Source: an optimization exercise on an open RTL-to-GDS flow (aim: small area). Production flows keep margins and buffers that such runs may drop.
At most, simulation tests tie the RTL to the original design; equivalence was not proved.
Power is estimated from default activity; no workload was simulated.

Design sgd_top, start of the top module:
module sgd_top (
    input  wire        clk,
    input  wire        rst_n,
    input  wire        start,
    input  wire [15:0] mini_batch_size,
    input  wire [15:0] number_of_samples,
    input  wire [15:0] number_of_epochs,
    input  wire [4:0]  step_shift,
    input  wire [31:0] sample_features,
    input  wire [31:0] sample_label,
    input  wire        sample_valid,
    output wire        sample_ready,
    output wire [31:0] x_out_data,
    output wire        x_out_valid,
    input  wire        x_out_ready,
    output wire        x_out_last,
    output wire        done
);
For scale: roughly 1200 cells after synthesis, roughly 460 flip-flops, roughly 16000 µm² of cells after synthesis.
export LEC_CHECK = 0
export CAP_MARGIN = 20
export CORE_MARGIN = 2
export CORE_UTILIZATION = 65
export SLEW_MARGIN = 20
create_clock -name core_clock -period 10.0 [get_ports {clk}]
standard.sh (not shown) runs the stock make flow with config.mk's settings and CLKGATE_MAP_FILE= SYNTH_SCRIPT=/design/flow/synth_recipe.tcl, a recipe that flattens the netlist after the stock synthesis.
==> flow/flow/run.sh <==
#!/bin/bash
# The standard layout (standard.sh), with three changes:
#  - synthesis maps the logic with an area-oriented ABC script, and skips
#    the quick ABC pass before the full adders are extracted;
#  - ports are buffered with the smallest buffer;
#  - the clock tree uses small buffers and no dummy loads.
set -euo pipefail
W="$(cd "$(dirname "$0")/.." && pwd)"
cd "$W"
export FLOW_WORK="$W"
export FLOW_ABC_SCRIPT="$W/flow/abc_area.script"
bash standard.sh \
  SYNTH_SCRIPT="$W/flow/synth_area.tcl" SYNTH_ARGS=-noabc \
  BUFFER_PORTS_ARGS="-buffer_cell sky130_fd_sc_hd__buf_1" \
  CTS_ARGS="-sink_clustering_enable -repair_clock_nets -dont_use_dummy_load -buf_list sky130_fd_sc_hd__clkbuf_4 -sink_clustering_size 12 -sink_clustering_max_diameter 30" \
  finish > "$W/flow_make.log" 2>&1
==> flow/flow/abc_area.script <==
&get -n
&st
&dch
&nf -a
&st
&syn2
&if -g -K 6
&synch2
&nf -a
&st
&dch
&nf -a
&put
topo
stime -c
==> flow/flow/synth_area.tcl <==
# The standard synthesis (synth_recipe.tcl), with ABC's mapping of the
# logic aimed at area (abc_area.script beside this file) instead of delay.
# Registers, their names and their cells are those of the standard synthesis.
proc abc {args} {
  set i [lsearch -exact $args -script]
  if {$i >= 0} {
    lset args [expr {$i + 1}] $::env(FLOW_ABC_SCRIPT)
  }
  yosys abc {*}$args
}
source $::env(FLOW_WORK)/synth_recipe.tcl
==> next run, changes <==
==> flow/flow/abc_area.script (replaced) <==
&get -n
&st
&syn2
&dch -f
&nf -a -F 20 -A 20 -E 100
&put
mfs2 -a
&get -n
&st
&dch -f
&nf -a -F 20 -A 20 -E 100
&put
topo
stime -c
- utilization came out higher by 1.1 points
- final cell count drops slightly
- die area came out lower slightly
- area after synthesis decreases slightly
- setup slack gets better by 0.38 ns
- total power increases slightly
- routed wire length decreases by a few percent
- count of clock-buffer cells in the layout fell by 2
No run of this note included a check of the RTL's function; only the layout flow was run.

========
sgd_top, a different RTL version from the one above (not shown whole).
For scale: about 470 flip-flops, roughly 160 I/O pins, ~17000 µm² of cells after synthesis.
==> flow/config.mk <==
export PLATFORM = sky130hd
export DESIGN_NAME = sgd_top
export DESIGN_NICKNAME = sgd_top
export VERILOG_FILES = /design/flow/design.v
export SDC_FILE = /design/flow/constraint.sdc
export NUM_CORES = 4
export LEC_CHECK = 0
export CAP_MARGIN = 20
export CORE_MARGIN = 2
export CORE_UTILIZATION = 65
export SLEW_MARGIN = 20
==> flow/constraint.sdc <==
create_clock -name core_clock -period 10.0 [get_ports {clk}]
set_input_delay 2.0000 -clock core_clock [delete_from_list [all_inputs] [get_ports {clk}]]
set_output_delay 2.0000 -clock core_clock [all_outputs]
set_load 0.01 [all_outputs]
==> flow/flow/run.sh <==
#!/bin/bash
# Standard layout, with single-drive port buffers and a clock tree without dummy loads.
set -euo pipefail
cd "$(dirname "$0")/.."
bash standard.sh \
  BUFFER_PORTS_ARGS="-buffer_cell sky130_fd_sc_hd__buf_1" \
  CTS_ARGS="-sink_clustering_enable -repair_clock_nets -dont_use_dummy_load -buf_list {sky130_fd_sc_hd__clkbuf_4 sky130_fd_sc_hd__clkbuf_8} -sink_clustering_size 16 -sink_clustering_max_diameter 40" \
  finish > flow_make.log 2>&1
The first run finished clean.
==> next run, changes <==
==> flow/run.sh (new file) <==
#!/bin/bash
# synth_recipe.tcl (not shown) runs the flow's synth.tcl, then flattens the netlist and writes it again
# the make line also repeats each setting of config.mk as NAME=value (left out here)
make -C /OpenROAD-flow-scripts/flow DESIGN_CONFIG=/design/flow/config.mk WORK_HOME=/design/flow/orfs CLKGATE_MAP_FILE= SYNTH_SCRIPT=/design/flow/synth_recipe.tcl finish
Settings changed: CORE_UTILIZATION 65 to 40.
removed: flow/flow/run.sh
removed: flow/standard.sh
After rerunning: Routed wire length climbs by 9.7%. Non-clock buffer count climbs by 1. Cell count climbs by 13%. Worst hold slack gets better by 0.029 ns. Total power climbs by 27%. Design area climbs by 12%. First-iteration DRC count drops by 13%. Clock-buffer cell count climbs by 14.
==> next run, changes <==
==> flow/flow/run.sh (new file) <==
#!/bin/bash
# Standard layout, with single-drive port buffers and a clock tree without dummy loads.
set -euo pipefail
cd "$(dirname "$0")/.."
bash standard.sh \
  BUFFER_PORTS_ARGS="-buffer_cell sky130_fd_sc_hd__buf_1" \
  CTS_ARGS="-sink_clustering_enable -repair_clock_nets -dont_use_dummy_load -buf_list sky130_fd_sc_hd__clkbuf_4 -sink_clustering_size 12 -sink_clustering_max_diameter 35" \
  finish > flow_make.log 2>&1
==> flow/standard.sh (new file) <==
#!/bin/bash
# synth_recipe.tcl (not shown) runs the flow's synth.tcl, then flattens the netlist and writes it again
# the make line also repeats each setting of config.mk as NAME=value (left out here)
make -C /OpenROAD-flow-scripts/flow DESIGN_CONFIG=/design/flow/config.mk WORK_HOME=/design/flow/orfs CLKGATE_MAP_FILE= SYNTH_SCRIPT=/design/flow/synth_recipe.tcl "${@:-finish}"
Settings changed: CORE_UTILIZATION 40 to 65.
removed: flow/run.sh
Outcome:
- setup slack loses 0.068 ns
- core utilization rose by 22 points
- routed wire length fell by 9.2%
==> next run, changes <==
==> flow/flow/run.sh (replaced) <==
#!/bin/bash
# Standard layout, with single-drive port buffers and a clock tree without dummy loads.
set -euo pipefail
cd "$(dirname "$0")/.."
bash standard.sh \
  BUFFER_PORTS_ARGS="-buffer_cell sky130_fd_sc_hd__buf_1" \
  CTS_ARGS="-sink_clustering_enable -repair_clock_nets -dont_use_dummy_load -buf_list sky130_fd_sc_hd__clkbuf_8 -sink_clustering_size 20 -sink_clustering_max_diameter 45" \
  finish > flow_make.log 2>&1
Outcome: The new run completed without violations; die area does not change; synthesized cell count stays the same; critical path depth is unchanged; design area increases by about 0.8%.
==> next run, changes <==
Settings changed: CORE_UTILIZATION 65 to 40.
Sequential power hardly moves.
Synthesized area does not change.
Power came out higher by a few percent.
Register-to-register slack gets better by 0.02 ns.
Cell area increases slightly.
Die area is higher by well over a third.
Setup slack improved by 0.020 ns.
Global-route usage goes down by 8.6 points.
==> next run, changes <==
==> flow/flow/run.sh (replaced) <==
#!/bin/bash
# The standard layout (standard.sh), with three changes:
#  - synthesis maps the logic with an area-oriented ABC script;
#  - ports are buffered with the smallest buffer;
#  - the clock tree uses small buffers and no dummy loads.
set -euo pipefail
W="$(cd "$(dirname "$0")/.." && pwd)"
cd "$W"
export FLOW_WORK="$W"
export FLOW_ABC_SCRIPT="$W/flow/abc_area.script"
bash standard.sh \
  SYNTH_SCRIPT="$W/flow/synth_area.tcl" \
  BUFFER_PORTS_ARGS="-buffer_cell sky130_fd_sc_hd__buf_1" \
  CTS_ARGS="-sink_clustering_enable -repair_clock_nets -dont_use_dummy_load -buf_list sky130_fd_sc_hd__clkbuf_4 -sink_clustering_size 12 -sink_clustering_max_diameter 35" \
  finish > "$W/flow_make.log" 2>&1
==> flow/flow/abc_area.script (new file) <==
&get -n
&st
&dch
&nf -a
&st
&syn2
&if -g -K 6
&synch2
&nf -a
&st
&dch
&nf -a
&put
topo
stime -c
==> flow/flow/synth_area.tcl (new file) <==
# The standard synthesis (synth_recipe.tcl), with ABC's mapping of the
# logic aimed at area (abc_area.script beside this file) instead of delay.
# Registers, their names and their cells are those of the standard synthesis.
proc abc {args} {
  set i [lsearch -exact $args -script]
  if {$i >= 0} {
    lset args [expr {$i + 1}] $::env(FLOW_ABC_SCRIPT)
  }
  yosys abc {*}$args
}
source $::env(FLOW_WORK)/synth_recipe.tcl
Settings changed: CORE_UTILIZATION 40 to 65.
Result: Routed wire length drops by a little under a tenth. Worst setup slack degrades by 0.36 ns. Sequential power hardly moves. Via count decreases slightly. Total power is lower by a few percent. Global-route usage rises by 8.8 points. Maximum frequency fell by a few percent. Final area is lower by a few percent. Clock power goes down by about a fifth. Sequential share of layout area increases by 1.7 points. Area after synthesis is lower slightly.

static timing again, ports no longer ideal:
How much do the figures lean on ideal ports? The routed layouts below were timed once more, with nothing changed but the port constraints.
Step 1 sets driving cells, clkbuf_16 on the clock port and buf_2 on the other inputs (assumed; they add their load-dependent delay and slew).
Step 2 adds t to the input delays and takes it off the output delays; t is the mean of the earliest and latest rising clock arrival at the registers after step 1. Input paths then give back, and output paths get back, about the clock's delay inside the block.
Slacks: ideal ports / drivers / drivers and shift; pairs: ideal ports / drivers.
| run | shift t [ns] | setup WS [ns] | cell pins on the clock port's net |
|---|---|---|---|
| the first run of note 1 | 0.701 | 3.151 / 3.151 / 3.151 | 1 |
| the second run of note 1 | 0.693 | 3.526 / 3.526 / 3.400 | 1 |
| the first run of note 2 | 0.596 | 0.847 / 0.847 / 0.847 | 1 |
| the second run of note 2 | 0.609 | 0.849 / 0.849 / 0.849 | 1 |
| the third run of note 2 | 0.734 | 0.781 / 0.781 / 0.781 | 1 |
| the fourth run of note 2 | 0.597 | 0.811 / 0.811 / 0.811 | 1 |
| the fifth run of note 2 | 0.638 | 0.831 / 0.831 / 0.831 | 1 |
| the sixth run of note 2 | 0.730 | 0.471 / 0.471 / 0.471 | 1 |
After both steps setup and hold are still met in every run listed. For the second run of note 1, which loses most, drivers alone change the setup slack by 0.000 ns; drivers and shift together by -0.126 ns.
